This is an optimization exercise on Yosys and OpenROAD, whose aim is small area, a short achievable clock period and few clock cycles, not a production implementation. In this exercise RTL edits were held to simulation tests only and were not proved equivalent to the original. Power figures rest on the tool's default switching activity, not on a simulated workload.

`design/flow/design.v`:
```
package axiPkg;
  typedef logic [31:0] addr_t;
  typedef logic [31:0] data_t;
  typedef logic [3:0]  strb_t;
  typedef logic [7:0]  id_t;
  typedef logic [7:0]  len_t;
  typedef logic [2:0]  prot_t;
  localparam int unsigned BeatBytes = 4;
  localparam int unsigned AddrReqBits = 32 + 8 + 8 + 2 + 3;
  localparam int unsigned WBeatBits   = 32 + 4;
  localparam int unsigned RBeatBits   = 32 + 2 + 8 + 1;
  localparam int unsigned BRspBits    = 2 + 8;
  typedef enum logic [1:0] {
    FIXED = 2'd0,
    INCR  = 2'd1
  } burst_e;
  typedef enum logic [1:0] {
    OKAY   = 2'd0,
    SLVERR = 2'd2,
    DECERR = 2'd3
  } resp_e;
  typedef struct packed {
    addr_t  addr;
    id_t    id;
    len_t   len;
    burst_e burst;
    prot_t  prot;
  } addrReq_t;
  typedef struct packed {
    data_t data;
    strb_t strb;
  } wBeat_t;
  typedef struct packed {
    data_t data;
    resp_e resp;
    id_t   id;
    logic  last;
  } rBeat_t;
  typedef struct packed {
    resp_e resp;
    id_t   id;
  } bRsp_t;
endpackage
package apbPkg;
  typedef enum logic [1:0] {
    IDLE   = 2'd0,
    SETUP  = 2'd1,
    ACCESS = 2'd2
  } apbState_e;
  typedef struct packed {
    logic [31:0]   paddr;
    logic [31:0]   pwdata;
    logic [3:0]    pstrb;
    logic [2:0]    pprot;
    logic          pwrite;
  } apbReq_t;
endpackage
module syncFifo #(
  parameter int unsigned Width = 8,
  parameter int unsigned Depth = 4
) (
  input  logic             pclk,
  input  logic             preset_n,
  input  logic [Width-1:0] inData,
  input  logic             inValid,
  output logic             inReady,
  output logic [Width-1:0] outData,
  output logic             outValid,
  input  logic             outReady
);
  localparam int unsigned PtrBits = (Depth > 1) ? $clog2(Depth) : 1;
  localparam int unsigned CntBits = $clog2(Depth + 1);
  logic [Width-1:0]   mem [Depth];
  logic [PtrBits-1:0] wrPtr;
  logic [PtrBits-1:0] rdPtr;
  logic [CntBits-1:0] count;
  logic               push;
  logic               pop;
  assign inReady  = (count != CntBits'(Depth));
  assign outValid = (count != '0);
  assign outData  = mem[rdPtr];
  assign push     = inValid & inReady;
  assign pop      = outValid & outReady;
  always_ff @(posedge pclk) begin
    if (push) begin
      mem[wrPtr] <= inData;
    end
  end
  always_ff @(posedge pclk or negedge preset_n) begin
    if (!preset_n) begin
      wrPtr <= '0;
      rdPtr <= '0;
      count <= '0;
    end else begin
      if (push) begin
        wrPtr <= (wrPtr == PtrBits'(Depth - 1)) ? '0 : wrPtr + 1'b1;
      end
      if (pop) begin
        rdPtr <= (rdPtr == PtrBits'(Depth - 1)) ? '0 : rdPtr + 1'b1;
      end
      case ({push, pop})
        2'b10:   count <= count + 1'b1;
        2'b01:   count <= count - 1'b1;
        default: count <= count;
      endcase
    end
  end
endmodule
module readPath #(
  parameter int unsigned FifoDepth = 4
) (
  input  logic             pclk,
  input  logic             preset_n,
  input  axiPkg::addrReq_t arReq,
  input  logic             arValid,
  output logic             arReady,
  output axiPkg::rBeat_t   rBeat,
  output logic             rValid,
  input  logic             rReady,
  output axiPkg::addrReq_t rdCmd,
  output logic             rdCmdValid,
  input  logic             rdCmdReady,
  input  axiPkg::rBeat_t   rdBeat,
  input  logic             rdBeatValid,
  output logic             rdBeatReady
);
  syncFifo #(
    .Width(axiPkg::AddrReqBits),
    .Depth(FifoDepth)
  ) arFifo_i (
    .pclk    (pclk),
    .preset_n(preset_n),
    .inData  (arReq),
    .inValid (arValid),
    .inReady (arReady),
    .outData (rdCmd),
    .outValid(rdCmdValid),
    .outReady(rdCmdReady)
  );
  syncFifo #(
    .Width(axiPkg::RBeatBits),
    .Depth(FifoDepth)
  ) rFifo_i (
    .pclk    (pclk),
    .preset_n(preset_n),
    .inData  (rdBeat),
    .inValid (rdBeatValid),
    .inReady (rdBeatReady),
    .outData (rBeat),
    .outValid(rValid),
    .outReady(rReady)
  );
endmodule
module writePath #(
  parameter int unsigned FifoDepth = 4
) (
  input  logic             pclk,
  input  logic             preset_n,
  input  axiPkg::addrReq_t awReq,
  input  logic             awValid,
  output logic             awReady,
  input  axiPkg::wBeat_t   wBeat,
  input  logic             wValid,
  output logic             wReady,
  output axiPkg::bRsp_t    bRsp,
  output logic             bValid,
  input  logic             bReady,
  output axiPkg::addrReq_t wrCmd,
  output logic             wrCmdValid,
  input  logic             wrCmdReady,
  output axiPkg::wBeat_t   wrData,
  output logic             wrDataValid,
  input  logic             wrDataReady,
  input  axiPkg::bRsp_t    wrRsp,
  input  logic             wrRspValid,
  output logic             wrRspReady
);
  syncFifo #(
    .Width(axiPkg::AddrReqBits),
    .Depth(FifoDepth)
  ) awFifo_i (
    .pclk    (pclk),
    .preset_n(preset_n),
    .inData  (awReq),
    .inValid (awValid),
    .inReady (awReady),
    .outData (wrCmd),
    .outValid(wrCmdValid),
    .outReady(wrCmdReady)
  );
  syncFifo #(
    .Width(axiPkg::WBeatBits),
    .Depth(FifoDepth)
  ) wFifo_i (
    .pclk    (pclk),
    .preset_n(preset_n),
    .inData  (wBeat),
    .inValid (wValid),
    .inReady (wReady),
    .outData (wrData),
    .outValid(wrDataValid),
    .outReady(wrDataReady)
  );
  syncFifo #(
    .Width(axiPkg::BRspBits),
    .Depth(FifoDepth)
  ) bFifo_i (
    .pclk    (pclk),
    .preset_n(preset_n),
    .inData  (wrRsp),
    .inValid (wrRspValid),
    .inReady (wrRspReady),
    .outData (bRsp),
    .outValid(bValid),
    .outReady(bReady)
  );
endmodule
module apbSequencer #(
  parameter int unsigned NumSlaves = 4,
  parameter int unsigned WinBits   = 12
) (
  input  logic                           pclk,
  input  logic                           preset_n,
  input  axiPkg::addrReq_t               rdCmd,
  input  logic                           rdCmdValid,
  output logic                           rdCmdReady,
  output axiPkg::rBeat_t                 rdBeat,
  output logic                           rdBeatValid,
  input  logic                           rdBeatReady,
  input  axiPkg::addrReq_t               wrCmd,
  input  logic                           wrCmdValid,
  output logic                           wrCmdReady,
  input  axiPkg::wBeat_t                 wrData,
  input  logic                           wrDataValid,
  output logic                           wrDataReady,
  output axiPkg::bRsp_t                  wrRsp,
  output logic                           wrRspValid,
  input  logic                           wrRspReady,
  output apbPkg::apbReq_t                apbReq,
  output logic [NumSlaves-1:0]           psel,
  output logic                           penable,
  input  logic [NumSlaves-1:0]           pready,
  input  logic [NumSlaves-1:0][31:0]   prdata,
  input  logic [NumSlaves-1:0]           pslverr
);
  localparam int unsigned AddrBits = 32;
  localparam int unsigned IdxBits  = AddrBits - WinBits;
  apbPkg::apbState_e    state;
  logic                 active;
  logic                 isWrite;
  logic                 lastWrite;
  logic                 pickWrite;
  axiPkg::addr_t        curAddr;
  axiPkg::len_t         beatCnt;
  axiPkg::resp_e        wrErr;
  axiPkg::addrReq_t     cmd;
  axiPkg::addrReq_t     newCmd;
  logic [IdxBits-1:0]   winIdx;
  logic [NumSlaves-1:0] slvHit;
  logic                 decErr;
  logic                 readySel;
  logic                 errSel;
  axiPkg::data_t        rdataSel;
  axiPkg::resp_e        beatResp;
  axiPkg::resp_e        burstResp;
  logic                 beatGo;
  logic                 beatDone;
  logic                 lastBeat;
  assign pickWrite = wrCmdValid & (~rdCmdValid | ~lastWrite);
  assign newCmd    = pickWrite ? wrCmd : rdCmd;
  assign cmd       = isWrite ? wrCmd : rdCmd;
  assign winIdx = curAddr[AddrBits-1:WinBits];
  always_comb begin
    for (int k = 0; k < NumSlaves; k++) begin
      slvHit[k] = (winIdx == IdxBits'(k));
    end
  end
  assign decErr   = ~|slvHit;
  assign readySel = |(pready & slvHit);
  assign errSel   = |(pslverr & slvHit);
  always_comb begin
    rdataSel = '0;
    for (int k = 0; k < NumSlaves; k++) begin
      if (slvHit[k]) begin
        rdataSel = prdata[k];
      end
    end
  end
  always_comb begin
    if (decErr) begin
      beatResp = axiPkg::DECERR;
    end else if (errSel) begin
      beatResp = axiPkg::SLVERR;
    end else begin
      beatResp = axiPkg::OKAY;
    end
  end
  assign burstResp = (beatResp > wrErr) ? beatResp : wrErr;
  assign lastBeat = (beatCnt == cmd.len);
  assign beatGo   = isWrite ? (wrDataValid & (wrRspReady | (beatCnt != '0))) : rdBeatReady;
  assign beatDone = (state == apbPkg::ACCESS) & (decErr | readySel);
  always_ff @(posedge pclk or negedge preset_n) begin
    if (!preset_n) begin
      state     <= apbPkg::IDLE;
      active    <= 1'b0;
      isWrite   <= 1'b0;
      lastWrite <= 1'b1;
      curAddr   <= '0;
      beatCnt   <= '0;
      wrErr     <= axiPkg::OKAY;
    end else begin
      case (state)
        apbPkg::IDLE: begin
          if (!active) begin
            if (rdCmdValid | wrCmdValid) begin
              active    <= 1'b1;
              isWrite   <= pickWrite;
              lastWrite <= pickWrite;
              curAddr   <= newCmd.addr;
              beatCnt   <= '0;
              wrErr     <= axiPkg::OKAY;
            end
          end else if (beatGo) begin
            state <= apbPkg::SETUP;
          end
        end
        apbPkg::SETUP: begin
          state <= apbPkg::ACCESS;
        end
        apbPkg::ACCESS: begin
          if (beatDone) begin
            state <= apbPkg::IDLE;
            wrErr <= burstResp;
            if (lastBeat) begin
              active <= 1'b0;
            end else begin
              beatCnt <= beatCnt + 1'b1;
              if (cmd.burst != axiPkg::FIXED) begin
                curAddr <= curAddr + axiPkg::addr_t'(axiPkg::BeatBytes);
              end
            end
          end
        end
        default: begin
          state <= apbPkg::IDLE;
        end
      endcase
    end
  end
  assign psel    = (state == apbPkg::IDLE) ? '0 : slvHit;
  assign penable = (state == apbPkg::ACCESS);
  always_comb begin
    apbReq.paddr  = curAddr;
    apbReq.pwdata = isWrite ? wrData.data : '0;
    apbReq.pstrb  = isWrite ? wrData.strb : '0;
    apbReq.pprot  = cmd.prot;
    apbReq.pwrite = isWrite;
  end
  assign rdBeatValid = beatDone & ~isWrite;
  assign rdCmdReady  = beatDone & ~isWrite & lastBeat;
  assign wrDataReady = beatDone & isWrite;
  assign wrCmdReady  = beatDone & isWrite & lastBeat;
  assign wrRspValid  = beatDone & isWrite & lastBeat;
  always_comb begin
    rdBeat.data = rdataSel;
    rdBeat.resp = beatResp;
    rdBeat.id   = rdCmd.id;
    rdBeat.last = lastBeat;
    wrRsp.resp  = burstResp;
    wrRsp.id    = wrCmd.id;
  end
endmodule
module axiApbBridge #(
  parameter int unsigned NumSlaves = 4,
  parameter int unsigned WinBits   = 12,
  parameter int unsigned FifoDepth = 4
) (
  input  logic                           pclk,
  input  logic                           preset_n,
  input  axiPkg::addrReq_t               arReq,
  input  logic                           arValid,
  output logic                           arReady,
  input  axiPkg::addrReq_t               awReq,
  input  logic                           awValid,
  output logic                           awReady,
  input  axiPkg::wBeat_t                 wBeat,
  input  logic                           wValid,
  output logic                           wReady,
  output axiPkg::rBeat_t                 rBeat,
  output logic                           rValid,
  input  logic                           rReady,
  output axiPkg::bRsp_t                  bRsp,
  output logic                           bValid,
  input  logic                           bReady,
  output apbPkg::apbReq_t                apbReq,
  output logic [NumSlaves-1:0]           psel,
  output logic                           penable,
  input  logic [NumSlaves-1:0]           pready,
  input  logic [NumSlaves-1:0][31:0]   prdata,
  input  logic [NumSlaves-1:0]           pslverr
);
  axiPkg::addrReq_t rdCmd;
  logic             rdCmdValid;
  logic             rdCmdReady;
  axiPkg::rBeat_t   rdBeat;
  logic             rdBeatValid;
  logic             rdBeatReady;
  axiPkg::addrReq_t wrCmd;
  logic             wrCmdValid;
  logic             wrCmdReady;
  axiPkg::wBeat_t   wrData;
  logic             wrDataValid;
  logic             wrDataReady;
  axiPkg::bRsp_t    wrRsp;
  logic             wrRspValid;
  logic             wrRspReady;
  readPath #(.FifoDepth(FifoDepth)) readPath_i (
    .pclk, .preset_n,
    .arReq, .arValid, .arReady,
    .rBeat, .rValid, .rReady,
    .rdCmd, .rdCmdValid, .rdCmdReady,
    .rdBeat, .rdBeatValid, .rdBeatReady
  );
  writePath #(.FifoDepth(FifoDepth)) writePath_i (
    .pclk, .preset_n,
    .awReq, .awValid, .awReady,
    .wBeat, .wValid, .wReady,
    .bRsp, .bValid, .bReady,
    .wrCmd, .wrCmdValid, .wrCmdReady,
    .wrData, .wrDataValid, .wrDataReady,
    .wrRsp, .wrRspValid, .wrRspReady
  );
  apbSequencer #(
    .NumSlaves(NumSlaves),
    .WinBits  (WinBits)
  ) apbSequencer_i (
    .pclk, .preset_n,
    .rdCmd, .rdCmdValid, .rdCmdReady,
    .rdBeat, .rdBeatValid, .rdBeatReady,
    .wrCmd, .wrCmdValid, .wrCmdReady,
    .wrData, .wrDataValid, .wrDataReady,
    .wrRsp, .wrRspValid, .wrRspReady,
    .apbReq, .psel, .penable,
    .pready, .prdata, .pslverr
  );
endmodule
module axiApbBridgeTop (
  input  logic         pclk,
  input  logic         preset_n,
  input  logic [31:0]  ar_addr,
  input  logic [7:0]   ar_id,
  input  logic [7:0]   ar_len,
  input  logic [1:0]   ar_burst,
  input  logic [2:0]   ar_prot,
  input  logic         ar_valid,
  output logic         ar_ready,
  input  logic [31:0]  aw_addr,
  input  logic [7:0]   aw_id,
  input  logic [7:0]   aw_len,
  input  logic [1:0]   aw_burst,
  input  logic [2:0]   aw_prot,
  input  logic         aw_valid,
  output logic         aw_ready,
  input  logic [31:0]  w_data,
  input  logic [3:0]   w_strb,
  input  logic         w_valid,
  output logic         w_ready,
  output logic [31:0]  r_data,
  output logic [1:0]   r_resp,
  output logic [7:0]   r_id,
  output logic         r_last,
  output logic         r_valid,
  input  logic         r_ready,
  output logic [1:0]   b_resp,
  output logic [7:0]   b_id,
  output logic         b_valid,
  input  logic         b_ready,
  output logic [31:0]  paddr,
  output logic [31:0]  pwdata,
  output logic [3:0]   pstrb,
  output logic [2:0]   pprot,
  output logic         pwrite,
  output logic [3:0]   psel,
  output logic         penable,
  input  logic [3:0]   pready,
  input  logic [127:0] prdata,
  input  logic [3:0]   pslverr
);
  logic        act;        
  logic        wr;         
  logic        acc;        
  logic [11:2] curAddr;    
  logic [3:0]  oh;         
  logic        upZero;     
  logic        upOnes;     
  logic [7:0]  left;       
  logic        last;       
  logic [1:0]  wrErr;      
  logic        rv;         
  logic        rl;
  logic [31:0] rd;
  logic [1:0]  rr;
  logic        bv;
  logic        fA;         
  logic        fW;         
  logic        fR;         
  logic [3:0]  hit;
  logic        dec;
  logic        fixed;
  logic        done;
  logic        decDone;
  logic        fin;
  logic        setup;
  logic [1:0]  beatResp;
  logic        rdAvail;
  logic        wrAvail;
  logic        free;
  logic        start;
  logic        pickW;
  logic [31:0] rdSel;
  logic [3:0]  sWA;
  logic        dW;
  logic        rdSel1;
  logic [4:0]  awBits;
  logic [4:0]  arBits;
  logic [4:0]  xAw;
  logic [4:0]  xAr;
  logic [4:0]  cmdBits;
  logic [1:0]  cmdLow;
  logic [3:0]  sAn;
  logic [3:0]  sW;
  logic [3:0]  sR;
  logic [3:0]  xW;
  logic [3:0]  xR;
  logic [3:0]  xP;
  logic        actN;
  logic        wrN;
  logic        accN;
  logic        rvN;
  logic        decN;
  assign hit = oh & {4{upZero}};
  assign dec = ~upZero;
  assign done    = acc & |(pready & oh);
  assign decDone = act & dec & (wr ? w_valid : ~rv);
  assign fin     = done | decDone;
  assign setup   = act & ~acc & ~dec & (wr ? w_valid : (~rv | r_ready));
  assign beatResp = dec ? 2'd3 : (|(pslverr & hit) ? 2'd2 : 2'd0);
  assign rdAvail = ar_valid & ~(act & ~wr) & ~(rv & rl);
  assign wrAvail = aw_valid & ~(act & wr) & ~bv;
  assign free    = ~act | (fin & last);
  assign start   = free & (rdAvail | wrAvail);
  assign pickW   = wrAvail & (~rdAvail | ~wr);
  assign fixed   = wr ? (aw_burst == 2'd0) : (ar_burst == 2'd0);
  always_comb begin
    rdSel = '0;
    for (int k = 0; k < 4; k++) begin
      rdSel = rdSel | (prdata[32*k +: 32] & {32{hit[k] & ~rv}});
    end
  end
  assign upOnes = wr ? (&aw_addr[31:14]) : (&ar_addr[31:14]);
  always_comb begin
    actN = start | (act & ~(fin & last));
    wrN  = start ? pickW : wr;
    accN = acc ? ~done : setup;
    rvN  = (fin & ~wr) | (rv & ~r_ready);
    if (start) begin
      decN = pickW ? (aw_addr[31:14] != '0) : (ar_addr[31:14] != '0);
    end else if (fin && !fixed && oh[3] && (&curAddr[11:2])) begin
      decN = ~upOnes;
    end else begin
      decN = dec;
    end
  end
  always_ff @(posedge pclk or negedge preset_n) begin
    if (!preset_n) begin
      act <= 1'b0;
      wr     <= 1'b0;
      acc <= 1'b0;
      rv  <= 1'b0;
      bv  <= 1'b0;
      fA  <= 1'b0;
      fW  <= 1'b0;
      fR  <= 1'b0;
    end else begin
      act <= actN;
      wr  <= wrN;
      acc <= accN;
      rv  <= rvN;
      if (fin & wr & last) begin
        bv <= 1'b1;
      end else if (b_ready) begin
        bv <= 1'b0;
      end
      fA  <= accN | (actN & ~decN & ~wrN & ~rvN);
      fW  <= actN & ~accN & ~decN & wrN;
      fR  <= actN & ~accN & ~decN & ~wrN & rvN;
    end
  end
  always_ff @(posedge pclk) begin
    if (start) begin
      curAddr <= pickW ? aw_addr[11:2] : ar_addr[11:2];
      for (int k = 0; k < 4; k++) begin
        oh[k] <= pickW ? (aw_addr[13:12] == 2'(k)) : (ar_addr[13:12] == 2'(k));
      end
      upZero  <= pickW ? (aw_addr[31:14] == '0) : (ar_addr[31:14] == '0);
      left    <= pickW ? aw_len : ar_len;
      last    <= pickW ? (aw_len == '0) : (ar_len == '0);
    end else if (fin) begin
      left <= left - 8'd1;
      last <= (left == 8'd1);
      if (!fixed) begin
        curAddr <= curAddr + 10'd1;
        if (&curAddr) begin
          oh <= {oh[2:0], oh[3]};
          if (oh[3]) begin
            upZero <= upOnes;
          end
        end
      end
    end
    if (start & pickW) begin
      wrErr <= 2'd0;
    end else if (fin & wr) begin
      wrErr <= wrErr | beatResp;
    end
    rd <= rdSel | (rd & {32{rv}});
    if (!rv) begin
      rr <= beatResp;
      rl <= last;
    end
  end
  assign sAn = ~(oh & {4{fA}});
  assign sW  = oh & {4{fW}};
  assign sR  = oh & {4{fR}};
  for (genvar k = 0; k < 4; k++) begin : g_psel
    nand2Gate wGate_i (.a(sW[k]), .b(w_valid), .y(xW[k]));
    nand2Gate rGate_i (.a(sR[k]), .b(r_ready), .y(xR[k]));
    nand3Gate sGate_i (.a(sAn[k]), .b(xW[k]), .c(xR[k]), .y(psel[k]));
  end
  assign penable = acc;
  assign paddr   = {18'd0, oh[3] | oh[2], oh[3] | oh[1], curAddr, cmdLow};
  assign pwrite  = wr;
  for (genvar k = 0; k < 5; k++) begin : g_cmd
    nand2Gate awGate_i (.a(wr), .b(awBits[k]), .y(xAw[k]));
    nand2Gate arGate_i (.a(rdSel1), .b(arBits[k]), .y(xAr[k]));
    nand2Gate oGate_i (.a(xAw[k]), .b(xAr[k]), .y(cmdBits[k]));
  end
  assign rdSel1  = ~wr;
  assign awBits  = {aw_prot, aw_addr[1:0]};
  assign arBits  = {ar_prot, ar_addr[1:0]};
  assign pprot   = cmdBits[4:2];
  assign cmdLow  = cmdBits[1:0];
  assign pwdata  = w_data;
  assign pstrb   = w_strb & {4{wr}};
  assign sWA     = oh & {4{acc & wr}};
  assign dW      = act & dec & wr;
  for (genvar k = 0; k < 3; k++) begin : g_wready
    nand2Gate pGate_i (.a(sWA[k]), .b(pready[k]), .y(xP[k]));
  end
  a21oiGate pGate3_i (.a1(sWA[3]), .a2(pready[3]), .b1(dW), .y(xP[3]));
  nand4Gate wGate_i (.a(xP[0]), .b(xP[1]), .c(xP[2]), .d(xP[3]), .y(w_ready));
  assign r_valid  = rv;
  assign r_data   = rd;
  assign r_resp   = rr;
  assign r_last   = rl;
  assign r_id     = ar_id;
  assign ar_ready = rv & rl & r_ready;
  assign b_valid  = bv;
  assign b_resp   = wrErr;
  assign b_id     = aw_id;
  assign aw_ready = bv & b_ready;
endmodule
module nand2Gate (
  input  logic a,
  input  logic b,
  output logic y
);
  assign y = ~(a & b);
endmodule
module nand3Gate (
  input  logic a,
  input  logic b,
  input  logic c,
  output logic y
);
  assign y = ~(a & b & c);
endmodule
module nand4Gate (
  input  logic a,
  input  logic b,
  input  logic c,
  input  logic d,
  output logic y
);
  assign y = ~(a & b & c & d);
endmodule
module a21oiGate (
  input  logic a1,
  input  logic a2,
  input  logic b1,
  output logic y
);
  assign y = ~((a1 & a2) | b1);
endmodule
```
`design/flow/flow/run.sh`:
```
#!/bin/bash
# Standard layout; port buffers of the smallest plain buffer; smaller clock tree;
# one tie cell for the constant outputs.
export BUFFER_PORTS_ARGS="-buffer_cell sky130_fd_sc_hd__buf_1"
export CTS_ARGS="-sink_clustering_enable -repair_clock_nets -dont_use_dummy_load -buf_list sky130_fd_sc_hd__clkbuf_8 -sink_clustering_size 40 -sink_clustering_max_diameter 150"
export SKIP_REPAIR_TIE_FANOUT=1
bash standard.sh > standard.log 2>&1
```
`design/flow/standard.sh`:
```
#!/bin/bash
# synth_recipe.tcl (not shown) runs the flow's synth.tcl, then flattens the netlist and writes it again
# the make line also repeats each setting of config.mk as NAME=value (left out here)
make -C /OpenROAD-flow-scripts/flow DESIGN_CONFIG=/design/flow/config.mk WORK_HOME=/design/flow/orfs CLKGATE_MAP_FILE= SYNTH_SCRIPT=/design/flow/synth_recipe.tcl "${@:-finish}"
```
`design/flow/config.mk`:
```
export PLATFORM = sky130hd
export DESIGN_NAME = axiApbBridgeTop
export DESIGN_NICKNAME = axiApbBridgeTop
export VERILOG_FILES = /design/flow/design.v
export SDC_FILE = /design/flow/constraint.sdc
export NUM_CORES = 4
export LEC_CHECK = 0
export CAP_MARGIN = 20
export CORE_AREA = 2.5 2.5 142.5 142.5
export DIE_AREA = 0 0 145 145
export PLACE_DENSITY = 0.6
export SETUP_SLACK_MARGIN = 2.4
export SLEW_MARGIN = 20
export SYNTH_HIERARCHICAL = 1
export SYNTH_MINIMUM_KEEP_SIZE = 0
```
`design/flow/constraint.sdc`:
```
create_clock -name core_clock -period 5.0 [get_ports {pclk}]
set_input_delay 1.0000 -clock core_clock [delete_from_list [all_inputs] [get_ports {pclk}]]
set_output_delay 1.0000 -clock core_clock [all_outputs]
set_load 0.01 [all_outputs]
```
==> metrics.md, run 1 <==
| Metric | Value |
|---|---|
| Status | finished clean |
| Pins Over Slew Limit | 0 |
| M2 GR Usage | between 20% and 30% |
| Met3 GRT Util | 5.53% |
| CTS Hold Buffers Added | 0 |
| Net Count, Synth | ~850 |
| Hold Fails Final Rpt | 0 |
| HPWL after detailed placement | ~14,000 um |
| Mapped Cells | around 560 |
| Wire length per cell | approximately 16 um |
| Clk sinks | 69 |
| Worst Path Max Fanout | 9 |
| Max-cap violations | 0 |
| Initial antenna violation count | 0 |
| Vias/cell | 4.65 |
| Post-synth top flop | dfxtp_1 |
| Area growth from synthesis to layout | 23.8% |
| Synth Area per Inst | ~8.4 sq um |
| Final Total Pwr | between 3 and 4 mW |
| # fillers | approximately 2,100 |
| WL final | about 17,000 um |
| Global route overflow | 0 |
| Post-route antenna net violation count | 0 |
| DR pass1 iterations | 5 |
| Tcrit/Tclk final | between 40% and 50% |
| Synth area leaders | edfxtp_1 (17%), dfxtp_1 (14%), buf_4 (11%) |
| Hold crit path type | reg -> reg |
| Pwr Density | around 570 nW/um^2 |
| Kind of critical path | reg -> out |
| Setup violators final | 0 |
| Placed insts | between 1,000 and 1,500 |
| Layout Nets | 1,087 |
| Met1 Use GR | 19.7% |
| Row cnt | ~50 |
| Sequential element share of the synthesized area | a little over a third |
| First-pass GRT wire length | 25,900 um |
| Fin crit period | between 2 and 2.5 ns |
| RSZ-0062 raised after global routing | yes |
| Final std cells w/o fill | between 1,000 and 1,500 |
| Share of layout cells above drive strength 1 | under 10% |
| Post-synth EDFFs | 27 |
| I/O pin total | between 400 and 500 |
| Vias | approximately 4,900 |
| Core area | roughly 19,000 sq um |
| Async set-reset flop share out of synthesis | 11.6% |
| Synth top area share | around 17% |
| Static Leak | 2.13 nW |
| DRC viols | 0 |
| Gr usage total | 15.6% |
| Critical path's largest stage delay | about 0.60 ns |
| CTS Root Cell | clkbuf_8 |
| ANT cells | 0 |
| Vias in the first global route | between 4,000 and 5,000 |
| Synth Cell Area | around 4700 sq um |
| WP data required | about 4.0 ns |
| Slowest-stage cell, CP | edfxtp_1 |
| H-tree depth | 3 |
| Yosys warns | 7 |
| Die ar. | roughly 21,000 sq um |
| Critical path, cell by cell | and2_1 -> nand2_1 -> nand3_1 -> buf_1 |
| Slew HR | between 60% and 70% |
| Clock skew | around 0.026 ns |
| Max VDD drop | 0.193 mV |
| Most frequent cells in the layout | buf_1 (301), nand2_1 (90), a22oi_1 (59) |
| Yosys cell types | 53 |
| I/O Buffers | a little over 300 |
| Most common cell after layout, fill and taps aside | buf_1 |
| Clock latency (worst-skew pair) | about 0.36 ns |
| Worst-Margin Slew | roughly 0.58 ns |
| Placed cell areas | around 5600 sq um |
| Die Span Y | about 150 um |
| Largest net degree at the start of global routing | 40 |
| GR peak layer | met2 |
| Startpoint type of the worst setup path | flip-flop |
| TNS Setup | 0 ns |
| Die width | around 150 um |
| Post-route cell area | just under 6000 sq um |
| TritonCTS clock tree | yes |
| Cell taking the most area after synthesis | edfxtp_1 |
| Clock Path Buffers | 2 |
| Synth Register Bits | between 60 and 70 |
| CTS buffer count | 9 |
| Achievable frequency | between 400 and 500 MHz |
| Worst Path Arrival | about 1.5 ns |
| Multi-input logic area | 2380 sq um |
| Crit. End Element | output port |
| Clock-pin slew on the worst setup and hold paths | 0.08 ns |
| Register area | around 1700 sq um |
| RD Place Congestion | roughly 0.87 |
| Initial DRC Count | around 250 |
| Initial Utilization | between 20 and 25% |
where the power goes:
| group | switching (mW) | internal [mW] | leakage [nW] |
|---|---|---|---|
| sequential | 0.248 | 0.965 | 0.644 |
| clock | 0.201 | 0.161 | 0.0647 |
| combinational | 1.06 | 0.699 | 1.42 |
final cells by class:
cell class | count | area share (%)
flip-flops and latches | 69 | 28.9
well taps | 265 | 5.65
multi-input cells | 387 | 40.5
inverters | 9 | 0.640
repair buffers | 323 | 22.2
clock buffers | 9 | 2.11
per-module statistics from Yosys, one instance, submodules excluded:
module | copies in the design | flops+latches | area, sq um | cells inside
nand3Gate | 4 | 0 | 5.00 | 1
axiApbBridgeTop | 1 | 69 | 4610 | 531
nand2Gate | 26 | 0 | 3.75 | 1
nand4Gate | 1 | 0 | 6.26 | 1
a21oiGate | 1 | 0 | 8.76 | 1
synthesized netlist by cell type, types with 3 or more instances:
cell      count
nand2b_1      6
o21ai_0       8
nand4_1      11
nor2_1       27
buf_2         4
a21oi_1      11
nand2_1      91
dfxtp_1      34
edfxtp_1     27
and3_1       12
or2_2         3
clkbuf_1     24
ha_1          3
xnor2_1       6
nor2b_1       3
a31oi_1       4
nor3_1        6
dfrtp_1       8
mux2i_1      22
xor2_1        8
a222oi_1      7
and2_1       15
o21ai_1       4
inv_1         8
nand3_1      40
buf_4        69
a22oi_1      59
nor4_1       14
critical path: cells and delay by family (launching register included):
family | cells | cell delay (ns)
buf+inv | 1 | 0.17
flops | 1 | 0.60
simple gates | 3 | 0.35
through the flow:
stage | hold WS (ns) | utilization (%) | setup slack (ns)
after global routing | 0.510 | 30.4 | 2.39
final | 0.483 | 30.4 | 2.51
after detailed placement | 0.463 | 29.2 | 2.15
after CTS | 0.489 | 29.9 | 2.40
after floorplan | 0.505 | - | 2.42
after global placement | 0.463 | 29.2 | 2.16
flip-flops by register name, indices dropped and copies added (netlist names), 2 cells and up:
register / count
curAddr: 10
left: 8
oh: 4
rd: 32
rr: 2
wrErr: 2
cells by family (layout without fill, tap and decap cells):
logic type                 count (synthesis)  after routing  synth area share (%)
xor gates and xnor gates                  14             14                  2.59
buffers and inverters                    107            341                  14.2
AOI/OAI and AO/OA                        110            110                  17.8
and+or+nand+nor                          237            237                  24.2
other                                      1              1                0.0791
muxes                                     22             22                  4.64
DFF                                       69             69                  35.7
adders and majority gates                  3              3                 0.792
path summary, 6_finish.rpt:
kind	from	endpoint	slack [ns]	cells past startpoint
setup / recovery	oh[1]	psel[1]	2.51	4
hold / removal	wrErr[0]	wrErr[0]	0.48	2
setup reg to reg	rv	left[4]	2.60	7
hold reg to reg	wrErr[0]	wrErr[0]	0.48	2
max in group asynchronous	preset_n	wr	4.07	1
min in group asynchronous	preset_n	bv	0.56	1
routing by layer:
layer  up-vias  share of wire [%]
met1      2240                 43
li1       2439                  -
met3        15                9.4
met4         0                1.1
met5         -                  0
met2       242                 46
repair_timing:
item | 4_1_cts | 5_1_grt
gates resized for setup | 3 | 5
setup buffers | 2 | 8
endpoints found under the setup margin | 34 | 14
hold endpoints to repair | 0 | 0
gates cloned | 0 | 0
Testbench counts, summed over its fixed seeds: cycles 10,238.
==> run 2: changes to the inputs <==
--- a/design/flow/config.mk
+++ b/design/flow/config.mk
@@ -10,5 +10,5 @@
 export DIE_AREA = 0 0 145 145
 export PLACE_DENSITY = 0.6
-export SETUP_SLACK_MARGIN = 2.4
+export SETUP_SLACK_MARGIN = 2.6
 export SLEW_MARGIN = 20
 export SYNTH_HIERARCHICAL = 1
==> metrics.md, run 2 <==
| Metric | Value |
|---|---|
| Status | finished clean |
| Core area | 19,300 sq um |
| Synth Register Bits | about 70 |
| TNS Setup | 0 ns |
| Setup violators final | 0 |
| Synth Cell Area | ~4700 sq um |
| Worst Path Max Fanout | 2 |
| Synth Area per Inst | between 8 and 9 sq um |
| Post-route antenna net violation count | 0 |
| Tcrit/Tclk final | about half |
| Net Count, Synth | about 850 |
| Pwr Density | 575 nW/um^2 |
| Initial DRC Count | 244 |
| Pins Over Slew Limit | 0 |
| Sequential element share of the synthesized area | 35.7% |
| Initial Utilization | 24.5% |
| I/O pin total | 420 |
| ANT cells | 0 |
| Synth area leaders | edfxtp_1 (17%), dfxtp_1 (14%), buf_4 (11%) |
| Hold Fails Final Rpt | 0 |
| Cell taking the most area after synthesis | edfxtp_1 |
| HPWL after detailed placement | around 14,000 um |
| Placed insts | around 1,000 |
| Crit. End Element | output port |
| Sequential share of power | between 30% and 40% |
| Achievable frequency | between 400 and 500 MHz |
| Top Layer Used | met4 |
| Yosys warns | 7 |
| Mapped Cells | ~560 |
| Top flop regs | rd x32, curAddr x10, left x8 |
| Clock share of power | under 10% |
| Global route overflow | 0 |
| TritonCTS clock tree | yes |
| I/O Buffers | approximately 310 |
| CTS Hold Buffers Added | 0 |
| Max-cap violations | 0 |
| Switching Share | ~45% |
| Largest net degree at the start of global routing | 34 |
| Most common cell after layout, fill and taps aside | buf_1 |
| Die ar. | about 21,000 sq um |
| Static Leak | 2.29 nW |
| Gr usage total | roughly 16% |
| Sw power | about 1.6 mW |
| Synth top area share | between 10% and 20% |
| Met3 WL post-DR | 1460 um |
| Async set-reset flop share out of synthesis | a little under an eighth |
| Met1 WL | around 7500 um |
| DR pass1 iterations | 5 |
| Die Span Y | between 100 and 150 um |
| Hold crit path type | reg -> reg |
| Post-synth EDFFs | 27 |
| Most frequent cells in the layout | buf_1 (287), nand2_1 (86), a22oi_1 (59) |
| H-tree depth | 3 |
| CTS Root Cell | clkbuf_8 |
| Clk sinks | a little under 70 |
| Clock-pin slew on the worst setup and hold paths | ~0.060 ns |
| First-pass GRT wire length | about 27,000 um |
| WP data required | ~4.0 ns |
| Clock latency (worst-skew pair) | between 0.3 and 0.4 ns |
| Row cnt | 51 |
| Fin crit period | 2.46 ns |
| Max reg flops | 32 |
| Initial antenna violation count | 0 |
| Layout Nets | 1,097 |
| DRC viols | 0 |
| Most common cell in the netlist | nand2_1 |
| Slew HR | between 60% and 70% |
| Die width | around 150 um |
| Share of layout cells above drive strength 1 | 11.8% |
| Routed wl met2 | approximately 8500 um |
| Worst Path Arrival | roughly 1.5 ns |
| Logic gate share of total power | 55.7% |
| Worst-Margin Slew | 0.517 ns |
| Vias | roughly 5,000 |
| Most flops, register | rd |
| Clock Path Buffers | 2 |
| Yosys cell types | 53 |
| RD Place Congestion | around 0.86 |
| CTS buffer count | 9 |
| RSZ-0062 raised after global routing | yes |
| Wire length per cell | around 16 um |
| Kind of critical path | in -> out |
| Int Pwr | between 1.5 and 2 mW |
| Vias in the first global route | slightly below 5,000 |
| Final std cells w/o fill | ~1,100 |
| WL final | 17,600 um |
| Post-synth top cells | nand2_1 (91), buf_4 (69), a22oi_1 (59) |
| Vias/cell | between 4 and 5 |
| Clock skew | ~0.033 ns |
| Startpoint type of the worst setup path | primary input |
| Area growth from synthesis to layout | 29.9% |
| Post-synth top flop | dfxtp_1 |
| Max VDD drop | about 0.20 mV |
run 2: cell counts after synthesis:
No cell type changed its count.
run 2: area by class of cell:
type / instances / area [sq um]
clock buffer: 9 / 124
fill: 2094 / 13200
inverter: 9 / 37.5
multi-input combinational: 387 / 2470
sequential: 69 / 1690
tap: 265 / 332
timing repair buffer: 333 / 1500
run 2: worst paths after layout:
kind / start / to / slack [ns] / cells after the start
max reg2reg: wr / oh[1] / 2.61 / 8
min: wrErr[0] / wrErr[0] / 0.48 / 2
min reg2reg: wrErr[0] / wrErr[0] / 0.48 / 2
max: pready[3] / w_ready / 2.54 / 4
min in group asynchronous: preset_n / act / 0.56 / 1
max in group asynchronous: preset_n / rv / 4.10 / 1
run 2: per-layer routing:
layer  track usage (%)  vias to the layer above
met2              27.6                      245
li1                  -                     2466
met5                 0                        -
met4              3.25                        0
met3              5.25                       20
met1              20.3                     2299
run 2: what timing repair did:
item | in CTS | in global routing
setup buffers | 10 | 8
cloned | 1 | 0
gates resized for setup | 35 | 33
pin swaps | 3 | 14
setup endpoints to repair | 70 | 31
run 2: logic make-up after synthesis:
family	count (synthesis)	share of synthesized area (%)
compound gates	110	17.8
xor+xnor	14	2.59
fa+ha+maj	3	0.792
buf+inv	107	14.2
flops	69	35.7
mux	22	4.64
other cells	1	0.0791
simple gates	237	24.2
run 2: critical path: stages:
cell and delay, ns:
clkbuf_2 0.11, a21oi_2 0.13, nand4_1 0.08, buf_2 0.15
run 2: modules after synthesis, one instance, submodules excluded:
module,copies in the design,cells inside
nand2Gate,26,1
axiApbBridgeTop,1,531
a21oiGate,1,1
nand3Gate,4,1
nand4Gate,1,1
run 2: power by group through the flow:
| stage | Sequential (mW) | Clock, mW | Combinational, mW |
|---|---|---|---|
| 3_3_place_gp | 1.24 | 0 | 1.72 |
| 3_5_place_dp | 1.25 | 0 | 1.73 |
| 6_report | 1.22 | 0.352 | 1.97 |
| 2_1_floorplan | 1.25 | 0 | 1.15 |
| 5_1_grt | 1.26 | 0.394 | 2.19 |
| 4_1_cts | 1.22 | 0.380 | 1.90 |
run 2: through the flow:
stage	setup WS, ns	util (%)	power, mW	cell area (sq um)	hold WS, ns
after floorplan	2.60	-	2.40	4760	0.505
after global placement	1.97	29.3	2.96	5660	0.456
after detailed placement	1.92	29.3	2.98	5660	0.461
after CTS	2.36	31.0	3.50	5990	0.479
after global routing	2.47	31.9	3.85	6160	0.528
final	2.54	31.9	3.54	6160	0.477
==> run 3: changes to the inputs <==
--- a/design/flow/config.mk
+++ b/design/flow/config.mk
@@ -10,6 +10,7 @@
 export DIE_AREA = 0 0 145 145
 export PLACE_DENSITY = 0.6
-export SETUP_SLACK_MARGIN = 2.6
+export SETUP_SLACK_MARGIN = 2.5
 export SLEW_MARGIN = 20
 export SYNTH_HIERARCHICAL = 1
 export SYNTH_MINIMUM_KEEP_SIZE = 0
+export TNS_END_PERCENT = 50
==> metrics.md, run 3 <==
| Metric | Value |
|---|---|
| Yosys warns | 7 |
| CTS Root Cell | clkbuf_8 |
| I/O Buffers | ~300 |
| Worst Path Arrival | 1.55 ns |
| Die Span Y | around 150 um |
| TNS Setup | 0 ns |
| Vias in the first global route | between 4,000 and 5,000 |
| Int Pwr | 1.81 mW |
| Post-route setup slack | around 2.5 ns |
| Top flop regs | rd x32, curAddr x10, left x8 |
| Synth Cell Area | approximately 4700 sq um |
| Post-synth EDFFs | 27 |
| WP data required | approximately 4.0 ns |
| Pre-CTS setup slack | approximately 1.6 ns |
| Core area | around 19,000 sq um |
| DRC viols | 0 |
| Synth area leaders | edfxtp_1 (17%), dfxtp_1 (14%), buf_4 (11%) |
| I/O pin total | 420 |
| Hold Fails Final Rpt | 0 |
| Crit. End Element | output port |
| Max VDD drop | between 0.2 and 0.25 mV |
| Most frequent cells in the layout | buf_1 (302), nand2_1 (90), a22oi_1 (59) |
| Sequential share of power | a little over a third |
| Max reg flops | 32 |
| Static Leak | ~2.1 nW |
| Sw power | 1.53 mW |
| WL final | about 18,000 um |
| Pins Over Slew Limit | 0 |
| Row cnt | between 50 and 60 |
| Initial Utilization | between 20% and 30% |
| Layout Nets | between 1,000 and 1,500 |
| Startpoint type of the worst setup path | primary input |
| Post-synth top flop | dfxtp_1 |
| Clock Path Buffers | 2 |
| Kind of critical path | in -> out |
| Fin Hold WS | a little under 0.5 ns |
| Cell taking the most area after synthesis | edfxtp_1 |
| Status | finished clean |
| Clock share of power | between 10% and 20% |
| Net Count, Synth | 851 |
| Async set-reset flop share out of synthesis | 11.6% |
| CTS Hold Buffers Added | 0 |
| Initial antenna violation count | 1 |
| Worst-Margin Slew | between 0.5 and 0.6 ns |
| Pwr Density | 570 nW/um^2 |
| Clock latency (worst-skew pair) | approximately 0.35 ns |
| Logic gate share of total power | 52.8% |
| Hold crit path type | reg -> reg |
| Vias | 5,065 |
| R2R Setup Slk | 2.65 ns |
| Fin crit period | about 2.5 ns |
| Yosys cell types | 53 |
| Most flops, register | rd |
| Tcrit/Tclk final | 51.0% |
| Vias/cell | roughly 4.8 |
| Slew HR | a little over three fifths |
| TritonCTS clock tree | yes |
| Worst Path Max Fanout | 1 |
| Most common cell in the netlist | nand2_1 |
| Initial DRC Count | 346 |
| Post-synth top cells | nand2_1 (91), buf_4 (69), a22oi_1 (59) |
| Largest net degree at the start of global routing | 39 |
| H-tree depth | 3 |
| RSZ-0062 raised after global routing | yes |
| Setup violators final | 0 |
| Reg2Reg Depth | 7 |
| Achievable frequency | roughly 390 MHz |
| RD Place Congestion | ~0.86 |
| Clk sinks | 69 |
| Die width | about 150 um |
| Hold depth | 2 |
| Post-route antenna net violation count | 0 |
| CTS buffer count | 9 |
| Clock skew | 0.0226 ns |
| Share of layout cells above drive strength 1 | ~6.3% |
| Synth Register Bits | between 60 and 70 |
| Synth top area share | ~17% |
| Mapped Cells | between 500 and 600 |
| Sequential element share of the synthesized area | between 30% and 40% |
| First-pass GRT wire length | between 20,000 and 30,000 um |
| Most common cell after layout, fill and taps aside | buf_1 |
| HPWL after detailed placement | 14,400 um |
| DR pass1 iterations | 5 |
| Wire length per cell | 16.9 um |
| Gr usage total | 16.2% |
| Synth Area per Inst | between 8 and 9 sq um |
| Area growth from synthesis to layout | 23.4% |
| Max-cap violations | 0 |
| Die ar. | ~21,000 sq um |
| Global route overflow | 0 |
| Switching Share | 45.8% |
| Clock-pin slew on the worst setup and hold paths | roughly 0.08 ns |
[run 3: cell counts after synthesis]
No cell type changed its count.
[run 3: layout make-up]
type / instances / area (sq um)
fill: 2123 / 13500
multi-input combinational: 387 / 2380
sequential: 69 / 1700
timing repair buffer: 322 / 1280
tap: 265 / 332
clock buffer: 9 / 124
inverter: 9 / 33.8
antenna: 1 / 2.50
[run 3: Yosys stat by module (local to each module, per instance)]
module           cells  cell area, sq um  flops+latches
nand2Gate            1              3.75              0
nand4Gate            1              6.26              0
axiApbBridgeTop    531              4610             69
a21oiGate            1              8.76              0
nand3Gate            1              5.00              0
[run 3: kinds of logic (layout without fill, tap and decap cells)]
| kind of cell | count (synthesis) | count (layout) | synth area share (%) |
|---|---|---|---|
| buf+inv | 107 | 340 | 14.2 |
| simple gates | 237 | 237 | 24.2 |
| flops | 69 | 69 | 35.7 |
| mux | 22 | 22 | 4.64 |
| other cells | 1 | 2 | 0.0791 |
| compound gates | 110 | 110 | 17.8 |
| xor+xnor | 14 | 14 | 2.59 |
| fa+ha+maj | 3 | 3 | 0.792 |
[run 3: metal layers]
layer	up-vias	part of all wire (%)	global-route usage [%]
li1	2442	-	-
met1	2328	42	19.6
met2	269	47	27.0
met3	26	9.5	5.97
met4	0	1.9	4.71
met5	-	0	0
[run 3: power by group through the flow]
| stage | Sequential (mW) | Clock [mW] | Combinational (mW) |
|---|---|---|---|
| 6_report | 1.22 | 0.354 | 1.76 |
| 5_1_grt | 1.26 | 0.395 | 1.95 |
| 4_1_cts | 1.22 | 0.374 | 1.77 |
| 3_5_place_dp | 1.26 | 0 | 1.68 |
| 3_3_place_gp | 1.25 | 0 | 1.66 |
| 2_1_floorplan | 1.25 | 0 | 1.13 |
[run 3: worst paths after layout]
check                           from  endpoint
max                        w_strb[3]  pstrb[3]
min                         wrErr[1]  wrErr[1]
max reg2reg                       rv        fW
min reg2reg                 wrErr[1]  wrErr[1]
max in group asynchronous   preset_n        wr
min in group asynchronous   preset_n        wr
[run 3: critical path, stage by stage]
cell	delay, ns
buf_1	0.16
and2_1	0.20
buf_1	0.18
[run 3: timing repair]
action / CTS / global route
gates resized for setup: 5 / 4
setup endpoints to repair: 54 / 20
buffers inserted: 8 / 2
[run 3: per-stage QoR]
step | instance area, sq um | util [%] | instances | total power [mW]
4_1_cts | 5830 | 30.1 | 1059 | 3.36
3_3_place_gp | 5630 | 29.1 | 1042 | 2.91
2_1_floorplan | 4740 | - | 563 | 2.38
6_report | 5850 | 30.3 | 1062 | 3.34
5_1_grt | 5850 | 30.3 | 1062 | 3.61
3_5_place_dp | 5630 | 29.1 | 1042 | 2.94
==> run 4: changes to the inputs <==
--- a/design/flow/config.mk
+++ b/design/flow/config.mk
@@ -14,3 +14,2 @@
 export SYNTH_HIERARCHICAL = 1
 export SYNTH_MINIMUM_KEEP_SIZE = 0
-export TNS_END_PERCENT = 50
==> metrics.md, run 4 <==
| Metric | Value |
|---|---|
| Top flop regs | rd x32, curAddr x10, left x8 |
| Tcrit/Tclk final | roughly 50% |
| Launch point of the worst reg-to-reg path | wr |
| Switching Share | 45.6% |
| WHS Endpoint | wrErr[1] |
| CTS Hold Buffers Added | 0 |
| Post-synth top flop | dfxtp_1 |
| Vias | about 5,000 |
| First-pass GRT wire length | 26,400 um |
| Critical path's largest stage delay | between 0.2 and 0.25 ns |
| Pins Over Slew Limit | 0 |
| Most flops, register | rd |
| Max-cap violations | 0 |
| Static Leak | approximately 2.2 nW |
| Kind of critical path | in -> out |
| Global route overflow | 0 |
| Clock Path Buffers | 2 |
| RD Place Congestion | ~0.86 |
| Pwr Density | 570 nW/um^2 |
| TNS Setup | 0 ns |
| Achievable frequency | around 400 MHz |
| Reg2reg end | fW |
| Setup violators final | 0 |
| HPWL after detailed placement | 14,400 um |
| Row cnt | 51 |
| Sequential share of power | 36.4% |
| Die width | between 100 and 150 um |
| Critical path, cell by cell | buf_1 -> and2_1 -> clkbuf_2 |
| Mapped Cells | about 560 |
| Die ar. | between 20,000 and 25,000 sq um |
| Layout Nets | approximately 1,100 |
| Initial DRC Count | approximately 340 |
| Cell taking the most area after synthesis | edfxtp_1 |
| Most common cell after layout, fill and taps aside | buf_1 |
| # fillers | roughly 2,100 |
| Most common cell in the netlist | nand2_1 |
| I/O Buffers | between 300 and 400 |
| Post-synth top cells | nand2_1 (91), buf_4 (69), a22oi_1 (59) |
| Max reg flops | 32 |
| Sw power | around 1.5 mW |
| Slew HR | between 60 and 70% |
| Clk sinks | 69 |
| TritonCTS clock tree | yes |
| CTS buffer count | 9 |
| Gr usage total | 16.2% |
| Logic gate share of total power | 53.1% |
| Die Span Y | 145 um |
| I/O pin total | 420 |
| Async set-reset flop share out of synthesis | between 10 and 15% |
| Clock share of power | 10.6% |
| Reg2Reg Depth | 7 |
| Int Pwr | 1.82 mW |
| Area growth from synthesis to layout | 24.0% |
| Hold Fails Final Rpt | 0 |
| Initial antenna violation count | 1 |
| Share of layout cells above drive strength 1 | 7.52% |
| Synth top area share | between 10% and 20% |
| H-tree depth | 3 |
| Clock skew | ~0.022 ns |
| Wire length per cell | about 17 um |
| Routed wl met2 | 8430 um |
| Largest net degree at the start of global routing | 39 |
| Placed cell areas | between 5000 and 6000 sq um |
| R2R Setup Slk | about 2.7 ns |
| Crit. End Element | output port |
| Synth Register Bits | between 60 and 70 |
| Min-delay src | wrErr[1] |
| Top Layer Used | met4 |
| Net Count, Synth | 851 |
| Sequential element share of the synthesized area | a little over a third |
| RSZ-0062 raised after global routing | yes |
| Synth Cell Area | 4740 sq um |
| Vias in the first global route | ~4,800 |
| Hold crit path type | reg -> reg |
| CTS Root Cell | clkbuf_8 |
| Yosys cell types | 53 |
| Yosys warns | 7 |
| Post-synth EDFFs | 27 |
| Hold depth | 2 |
| Synth area leaders | edfxtp_1 (17%), dfxtp_1 (14%), buf_4 (11%) |
| Max VDD drop | around 0.21 mV |
| Status | finished clean |
| Synth Area per Inst | between 8 and 9 sq um |
| WP data required | 4.00 ns |
| DR pass1 iterations | 6 |
| Clock latency (worst-skew pair) | ~0.35 ns |
| Met1 WL | between 7000 and 8000 um |
| Core area | just under 20,000 sq um |
| Slowest-stage cell, CP | and2_1 |
| Startpoint type of the worst setup path | primary input |
| Worst Path Max Fanout | 1 |
| Initial Utilization | approximately a quarter |
| WL final | about 18,000 um |
| Post-route antenna net violation count | 0 |
| DRC viols | 0 |
| Clock-pin slew on the worst setup and hold paths | 0.08 ns |
| Worst Path Arrival | around 1.5 ns |
| Post-route cell area | a little under 6000 sq um |
| Fin crit period | between 2 and 2.5 ns |
| Met3 WL post-DR | between 1500 and 2000 um |
| Most frequent cells in the layout | buf_1 (294), nand2_1 (90), a22oi_1 (59) |
| Vias/cell | between 4 and 5 |
| Worst-Margin Slew | 0.550 ns |
==> run 4: area by class of cell <==
class,instances,area (sq um),area share (%)
Antenna cell,1,2.50,0.0426
Tap cell,265,332,5.64
Clock buffer,9,124,2.11
Timing Repair Buffer,324,1310,22.3
Sequential cell,69,1700,28.8
Inverter,9,33.8,0.575
Multi-Input combinational cell,387,2380,40.5
==> run 4: cells by family after synthesis <==
kind of cell | Yosys count | synth area share [%]
flops | 69 | 35.7
fa+ha+maj | 3 | 0.792
compound gates | 110 | 17.8
other cells | 1 | 0.0791
buf+inv | 107 | 14.2
xor+xnor | 14 | 2.59
mux | 22 | 4.64
simple gates | 237 | 24.2
==> run 4: critical path: cells and delay by family <==
kind / cells / cell delay, ns
buffers and inverters: 2 / 0.26
AND/OR/NAND/NOR: 1 / 0.22
==> run 4: layer usage <==
metal	vias up	global-route usage, %
met1	2315	19.6
met2	262	27.0
met5	-	0
met4	0	4.71
met3	24	5.97
li1	2448	-
==> run 4: timing repair <==
item | CTS | global route
gates resized for setup | 13 | 5
setup endpoints to repair | 54 | 17
setup buffers | 8 | 4
pin swaps | 0 | 0
==> run 4: per-stage QoR <==
| stage | utilization [%] | power [mW] | setup WS (ns) | std cells | hold slack [ns] |
|---|---|---|---|---|---|
| 6_report | 30.4 | 3.35 | 2.52 | 1064 | 0.483 |
| 4_1_cts | 30.2 | 3.36 | 2.50 | 1059 | 0.482 |
| 3_5_place_dp | 29.1 | 2.94 | 1.56 | 1042 | 0.457 |
| 5_1_grt | 30.4 | 3.62 | 2.48 | 1064 | 0.509 |
| 3_3_place_gp | 29.1 | 2.91 | 1.68 | 1042 | 0.473 |
| 2_1_floorplan | - | 2.38 | 2.52 | 563 | 0.505 |
==> run 4: worst max-delay path by stage <==
stage          startpoint           to  slack (ns)  cells past startpoint
6_report        w_strb[0]     pstrb[0]        2.52                      3
5_1_grt                wr      w_ready        2.48                      4
4_1_cts         w_strb[0]     pstrb[0]        2.50                      3
3_5_place_dp      w_valid      left[6]        1.56                      6
3_3_place_gp      w_valid      left[6]        1.68                      6
2_1_floorplan    ar_valid  curAddr[10]        2.52                      7
==> run 4: modules after synthesis (local to each module, per instance) <==
module	copies in the design	area [sq um]	flip-flops and latches	cells
a21oiGate	1	8.76	0	1
axiApbBridgeTop	1	4610	69	531
nand2Gate	26	3.75	0	1
nand3Gate	4	5.00	0	1
nand4Gate	1	6.26	0	1
==> run 4: power by group through the flow <==
stage | sequential, mW | clock [mW] | combinational, mW
6_report | 1.22 | 0.354 | 1.78
5_1_grt | 1.26 | 0.395 | 1.97
4_1_cts | 1.22 | 0.374 | 1.77
3_5_place_dp | 1.26 | 0 | 1.68
3_3_place_gp | 1.25 | 0 | 1.66
2_1_floorplan | 1.25 | 0 | 1.13
==> run 5: changes to the inputs <==
--- a/design/flow/config.mk
+++ b/design/flow/config.mk
@@ -10,5 +10,5 @@
 export DIE_AREA = 0 0 145 145
 export PLACE_DENSITY = 0.6
-export SETUP_SLACK_MARGIN = 2.5
+export SETUP_SLACK_MARGIN = 2.45
 export SLEW_MARGIN = 20
 export SYNTH_HIERARCHICAL = 1
==> metrics.md, run 5 <==
| Metric | Value |
|---|---|
| TritonCTS clock tree | yes |
| RSZ-0062 raised after global routing | yes |
| Row cnt | 51 |
| Clock latency (worst-skew pair) | approximately 0.35 ns |
| Achievable frequency | 399 MHz |
| Synth top area share | between 15 and 20% |
| Most frequent cells in the layout | buf_1 (299), nand2_1 (90), a22oi_1 (59) |
| Crit. End Element | output port |
| Fin crit period | 2.51 ns |
| Initial DRC Count | 296 |
| Initial Utilization | approximately a quarter |
| R2R Setup Slk | approximately 2.7 ns |
| DRC viols | 0 |
| Slowest-stage cell, CP | buf_1 |
| Die width | 145 um |
| H-tree depth | 3 |
| Net Count, Synth | 851 |
| Critical path's largest stage delay | 0.21 ns |
| Vias/cell | between 4 and 5 |
| # fillers | ~2,100 |
| Initial antenna violation count | 1 |
| Worst path most repeated cell | buf_1 |
| Area growth from synthesis to layout | 23.1% |
| Pwr Density | around 570 nW/um^2 |
| First-pass GRT wire length | 26,300 um |
| Multi-input logic area | 2380 sq um |
| Post-route setup slack | ~2.5 ns |
| Share of layout cells above drive strength 1 | 6.31% |
| Reg2Reg Depth | 6 |
| Launch point of the worst reg-to-reg path | wr |
| Die ar. | 21,000 sq um |
| CTS buffer count | 9 |
| Pins Over Slew Limit | 0 |
| Clock share of power | a little over a tenth |
| Post-synth top flop | dfxtp_1 |
| Worst Path Arrival | about 1.5 ns |
| Status | finished clean |
| Sw power | about 1.5 mW |
| Post-synth EDFFs | 27 |
| Max VDD drop | about 0.21 mV |
| Int Pwr | about 1.8 mW |
| Synth Register Bits | 69 |
| Critical path, cell by cell | buf_1 -> and2_1 -> buf_1 |
| I/O Buffers | a little over 300 |
| WL final | 18,000 um |
| Reg2reg end | curAddr[6] |
| Post-synth top cells | nand2_1 (91), buf_4 (69), a22oi_1 (59) |
| Wire length per cell | approximately 17 um |
| CTS Hold Buffers Added | 0 |
| CTS Root Cell | clkbuf_8 |
| Layout Nets | between 1,000 and 1,500 |
| Vias in the first global route | 4,703 |
| Global route overflow | 0 |
| Most flops, register | rd |
| Tcrit/Tclk final | between 50% and 60% |
| Most common cell after layout, fill and taps aside | buf_1 |
| Clock skew | about 0.024 ns |
| Pre-CTS setup slack | around 1.6 ns |
| WP data required | 4.00 ns |
| Async set-reset flop share out of synthesis | between 10% and 20% |
| Sequential share of power | ~37% |
| Synth Area in XOR/XNOR | 2.59% |
| Post-route antenna net violation count | 0 |
| Cell taking the most area after synthesis | edfxtp_1 |
| Clk sinks | 69 |
| TNS Setup | 0 ns |
| Synth Cell Area | 4740 sq um |
| Worst Path Max Fanout | 1 |
| Max-cap violations | 0 |
| DR pass1 iterations | 5 |
| Mapped Cells | between 500 and 600 |
| Sequential element share of the synthesized area | 35.7% |
| Mux cell area share after synthesis | 4.65% |
| Core area | approximately 19,000 sq um |
| RD Place Congestion | about 0.86 |
| Static Leak | 2.11 nW |
| HPWL after detailed placement | ~14,000 um |
| Yosys warns | 7 |
| Yosys cell types | 53 |
| Logic gate share of total power | 52.6% |
| Compound-cell area share of the yosys netlist | 17.8% |
| Switching Share | a little under half |
| Slew HR | 63.3% |
| Clock-pin slew on the worst setup and hold paths | roughly 0.08 ns |
| Clock Path Buffers | 2 |
| Register area | ~1700 sq um |
| Hold Fails Final Rpt | 0 |
| Most common cell in the netlist | nand2_1 |
| Die Span Y | 145 um |
| Gr usage total | approximately 16% |
| Synth area leaders | edfxtp_1 (17%), dfxtp_1 (14%), buf_4 (11%) |
| Adder-Cell Fraction of Synth Area | less than 1% |
| Post-Synth Simple-Gate Area | between 20 and 25% |
| Hold depth | 2 |
| Startpoint type of the worst setup path | primary input |
| Largest net degree at the start of global routing | 39 |
| Vias | ~5,000 |
| Worst-Margin Slew | ~0.54 ns |
| Min-delay src | wrErr[1] |
| Top flop regs | rd x32, curAddr x10, left x8 |
| Fin Hold WS | about 0.48 ns |
| Final Total Pwr | roughly 3.3 mW |
| Kind of critical path | in -> out |
| Synth Area per Inst | between 8 and 9 sq um |
| Setup violators final | 0 |
| Hold crit path type | reg -> reg |
| Largest family of logic cells by synthesized area | simple AND/OR/NAND/NOR gates |
| WHS Endpoint | wrErr[1] |
| Max reg flops | 32 |
| I/O pin total | 420 |
-- run 5: cell families after synthesis --
group | after synthesis
multiplexers | 22
AO/OA/AOI/OAI | 110
buffers and inverters | 107
flip-flops | 69
other | 1
XOR/XNOR | 14
adder cells (fa/ha/maj) | 3
AND/OR/NAND/NOR | 237
-- run 5: layer usage --
| metal | part of all wire, % | routed length (um) | up-vias | GRT usage, % |
|---|---|---|---|---|
| li1 | - | - | 2432 | - |
| met5 | 0 | 0 | - | 0 |
| met1 | 42 | 7600 | 2311 | 19.5 |
| met3 | 9.2 | 1660 | 24 | 5.91 |
| met2 | 47 | 8440 | 261 | 26.8 |
| met4 | 1.8 | 316 | 0 | 4.66 |
-- run 5: critical path, delay by kind of cell --
family	cells	cell delay, ns
buffers and inverters	2	0.30
AND/OR/NAND/NOR	1	0.20
-- run 5: final cells by class --
cell class,instances,area share [%]
Sequential cell,69,29.1
Timing Repair Buffer,319,21.7
Antenna cell,1,0.0429
Multi-Input combinational cell,387,40.8
Tap cell,265,5.68
Inverter,9,0.579
Clock buffer,9,2.12
-- run 5: power by group through the flow --
stage | combinational [mW] | sequential (mW) | clock (mW)
after floorplan | 1.13 | 1.25 | 0
after global placement | 1.66 | 1.25 | 0
after detailed placement | 1.68 | 1.26 | 0
after CTS | 1.72 | 1.23 | 0.374
after global routing | 1.94 | 1.27 | 0.395
final | 1.75 | 1.23 | 0.354
-- run 5: per-module statistics from Yosys (local to each module, per instance) --
module	cells	area, sq um
axiApbBridgeTop	531	4610
a21oiGate	1	8.76
nand4Gate	1	6.26
nand3Gate	1	5.00
nand2Gate	1	3.75
-- run 5: repair_timing --
action	4_1_cts	5_1_grt
resized for setup	7	6
setup buffers	2	5
endpoints found under the setup margin	53	15
endpoints found under the hold margin	0	0
pin swaps	0	0
-- run 5: how the worst max path moves through the flow --
stage                    from           to  slack (ns)
floorplan            ar_valid  curAddr[10]        2.52
global placement      w_valid      left[6]        1.68
detailed placement    w_valid      left[6]        1.56
CTS                     oh[3]      w_ready        2.45
global route               wr     pstrb[1]        2.44
finish              w_strb[2]     pstrb[2]        2.49
-- run 5: metrics by stage --
stage	util, %	std cells	area [sq um]
6_report	30.2	1059	5840
4_1_cts	29.9	1053	5780
3_3_place_gp	29.1	1042	5630
5_1_grt	30.2	1059	5840
3_5_place_dp	29.1	1042	5630
2_1_floorplan	-	563	4740
==> run 6: changes to the inputs <==
--- a/design/flow/config.mk
+++ b/design/flow/config.mk
@@ -10,5 +10,5 @@
 export DIE_AREA = 0 0 145 145
 export PLACE_DENSITY = 0.6
-export SETUP_SLACK_MARGIN = 2.45
+export SETUP_SLACK_MARGIN = 2.55
 export SLEW_MARGIN = 20
 export SYNTH_HIERARCHICAL = 1
==> metrics.md, run 6 <==
| Metric | Value |
|---|---|
| Status | finished clean |
| Mapped Cells | 563 |
| Net Count, Synth | about 850 |
| Area growth from synthesis to layout | 26.7% |
| Gr usage total | approximately 16% |
| Post-route antenna net violation count | 0 |
| Fin crit period | 2.45 ns |
| DRC viols | 0 |
| Achievable frequency | 409 MHz |
| Launch point of the worst reg-to-reg path | wr |
| Most common cell after layout, fill and taps aside | buf_1 |
| Row cnt | 51 |
| Clock Path Buffers | 2 |
| WHS Endpoint | wrErr[0] |
| Static Leak | between 2 and 2.5 nW |
| Synth Cell Area | between 4000 and 5000 sq um |
| Post-route core utilization | a little under a third |
| DR pass1 iterations | 5 |
| R2R Setup Slk | roughly 2.7 ns |
| Pwr Density | 573 nW/um^2 |
| H-tree depth | 3 |
| I/O Buffers | 305 |
| Slowest-stage cell, CP | buf_6 |
| Post-synth EDFFs | 27 |
| Setup violators final | 0 |
| Clock-pin slew on the worst setup and hold paths | approximately 0.09 ns |
| CTS buffer count | 9 |
| Wire length per cell | approximately 17 um |
| Global route overflow | 0 |
| Initial DRC Count | 282 |
| Hold crit path type | reg -> reg |
| Hold Fails Final Rpt | 0 |
| Largest net degree at the start of global routing | 33 |
| Share of layout cells above drive strength 1 | under 10% |
| Max reg flops | 32 |
| TNS Setup | 0 ns |
| Die ar. | about 21,000 sq um |
| Synth Area per Inst | 8.42 sq um |
| Reg2Reg Depth | 9 |
| Die Span Y | approximately 150 um |
| HPWL after detailed placement | roughly 14,000 um |
| Clock skew | between 0.04 and 0.05 ns |
| Layout Nets | roughly 1,100 |
| Die width | between 100 and 150 um |
| RSZ-0062 raised after global routing | yes |
| Pins Over Slew Limit | 0 |
| Sequential element share of the synthesized area | between 30% and 40% |
| Vias/cell | around 4.7 |
| CTS Hold Buffers Added | 0 |
| Reg2reg end | fA |
| Clock latency (worst-skew pair) | approximately 0.36 ns |
| Yosys cell types | 53 |
| Post-synth top cells | nand2_1 (91), buf_4 (69), a22oi_1 (59) |
| Clk sinks | just under 70 |
| Startpoint type of the worst setup path | primary input |
| Vias in the first global route | approximately 4,700 |
| I/O pin total | 420 |
| Max-cap violations | 0 |
| Post-synth top flop | dfxtp_1 |
| Most flops, register | rd |
| Min-delay src | wrErr[0] |
| Critical path's largest stage delay | 0.13 ns |
| Tcrit/Tclk final | between 40% and 50% |
| Worst Path Arrival | 1.45 ns |
| RD Place Congestion | about 0.86 |
| Synth Register Bits | 69 |
| Initial antenna violation count | 2 |
| Critical path, cell by cell | buf_2 -> nand2_1 -> nand3_2 -> buf_6 |
| Worst-Margin Slew | ~0.62 ns |
| Core area | ~19,000 sq um |
| Async set-reset flop share out of synthesis | a little under an eighth |
| Yosys warns | 7 |
| Hold depth | 2 |
| Synth area leaders | edfxtp_1 (17%), dfxtp_1 (14%), buf_4 (11%) |
| Initial Utilization | between 20 and 25% |
| TritonCTS clock tree | yes |
| Kind of critical path | in -> out |
| Synth top area share | between 10% and 20% |
| Max VDD drop | slightly below 0.2 mV |
| WP data required | 4.00 ns |
| Top flop regs | rd x32, curAddr x10, left x8 |
| WL final | ~18,000 um |
| # fillers | approximately 2,100 |
| Slew HR | ~58% |
| Most frequent cells in the layout | buf_1 (296), nand2_1 (90), a22oi_1 (59) |
| Crit. End Element | output port |
| Vias | between 5,000 and 6,000 |
| Worst Path Max Fanout | 5 |
| Cell taking the most area after synthesis | edfxtp_1 |
| First-pass GRT wire length | about 27,000 um |
| Most common cell in the netlist | nand2_1 |
| CTS Root Cell | clkbuf_8 |
run 6: cell counts after synthesis:
No cell type changed its count.
run 6: modules after synthesis, one instance, submodules excluded:
module           copies in the design  flip-flops and latches  cells  area [sq um]
a21oiGate                           1                       0      1          8.76
axiApbBridgeTop                     1                      69    531          4610
nand2Gate                          26                       0      1          3.75
nand3Gate                           4                       0      1          5.00
nand4Gate                           1                       0      1          6.26
run 6: logic make-up (layout without fill, tap and decap cells):
group / count (synthesis) / count (layout) / share of synthesized area, %
flip-flops: 69 / 69 / 35.7
buffers and inverters: 107 / 348 / 14.2
AO/OA/AOI/OAI: 110 / 110 / 17.8
AND/OR/NAND/NOR: 237 / 237 / 24.2
other: 1 / 2 / 0.0791
multiplexers: 22 / 22 / 4.64
adder cells (fa/ha/maj): 3 / 3 / 0.792
XOR/XNOR: 14 / 14 / 2.59
run 6: worst max-delay path, delay by kind of cell:
family	cells	cell delay, ns
buf+inv	2	0.25
simple gates	2	0.19
run 6: layout make-up:
cell class / count / area, sq um / area share [%]
Multi-Input combinational cell: 387 / 2420 / 40.2
Sequential cell: 69 / 1700 / 28.3
Antenna cell: 1 / 2.50 / 0.0417
Inverter: 9 / 33.8 / 0.563
Clock buffer: 9 / 124 / 2.06
Tap cell: 265 / 332 / 5.52
Timing Repair Buffer: 330 / 1400 / 23.3
run 6: worst max-delay path by stage:
| stage | startpoint | end | slack (ns) |
|---|---|---|---|
| after global placement | w_valid | left[4] | 2.18 |
| after floorplan | ar_valid | curAddr[10] | 2.58 |
| after global routing | oh[3] | w_ready | 2.44 |
| after CTS | wr | w_ready | 2.50 |
| after detailed placement | wr | left[6] | 2.15 |
| final | w_valid | psel[2] | 2.55 |
run 6: metal layers:
metal  wire length [um]  part of all wire [%]  vias to the layer above  GRT usage [%]
met3               1660                   9.3                       23           6.42
li1                   -                     -                     2457              -
met4                388                   2.2                        2           4.76
met1               7630                    43                     2323           20.2
met5                 17                 0.095                        -              0
met2               8210                    46                      242           26.0
run 6: stage by stage:
step / instance area [sq um] / total power [mW] / worst slack, ns / hold WS (ns) / instances
5_1_grt: 6000 / 3.73 / 2.44 / 0.504 / 1070
2_1_floorplan: 4750 / 2.39 / 2.58 / 0.505 / 563
3_3_place_gp: 5650 / 2.93 / 2.18 / 0.470 / 1043
3_5_place_dp: 5650 / 2.95 / 2.15 / 0.468 / 1043
4_1_cts: 5920 / 3.43 / 2.50 / 0.493 / 1065
6_report: 6000 / 3.44 / 2.55 / 0.491 / 1070
run 6: timing repair:
item / in CTS / in global routing
gates resized for setup: 19 / 17
setup endpoints to repair: 72 / 14
setup buffers: 13 / 4
pin swaps: 2 / 4
run 6: report_power, final:
part | switching (mW) | internal [mW]
Clock | 0.199 | 0.160
Sequential | 0.259 | 0.966
Combinational | 1.10 | 0.757
Total | 1.56 | 1.88

[port drivers added, routing unchanged]
The flow's constraints put no driver on any port. The routed layouts listed below were extracted and timed again, unchanged, in two steps.
Step 1: set_driving_cell puts a clkbuf_16 on pclk and a buf_2 on each other input, an assumption about the parent block.
Step 2 times the ports against the registers' clock, not the clock port: input delays grow and output delays shrink by t, the midpoint of the rising clock arrivals with the driver on.
Three values: ideal ports, drivers, drivers and shift; two values: the first two.
run	t (ns)	slack for setup (ns)	worst hold slack (ns)	worst setup path after step 2	worst register clock-pin slew, ns
run 1	0.375	2.514 / 2.482 / 2.195	0.483 / 0.483 / 0.483	input to register	0.08 / 0.08
run 2	0.376	2.538 / 2.495 / 2.261	0.477 / 0.477 / 0.477	input to register	0.09 / 0.09
run 3	0.373	2.451 / 2.399 / 2.244	0.484 / 0.484 / 0.484	input to register	0.08 / 0.08
run 4	0.373	2.520 / 2.450 / 2.254	0.483 / 0.483 / 0.483	input to register	0.08 / 0.08
run 5	0.373	2.494 / 2.420 / 2.258	0.483 / 0.483 / 0.483	input to register	0.08 / 0.08
run 6	0.376	2.552 / 2.520 / 2.344	0.491 / 0.491 / 0.491	input to register	0.09 / 0.09
After both steps setup and hold are still met in every run listed. The setup slack of run 1, which loses most, moves by -0.032 ns with the drivers and by -0.319 ns with both steps.
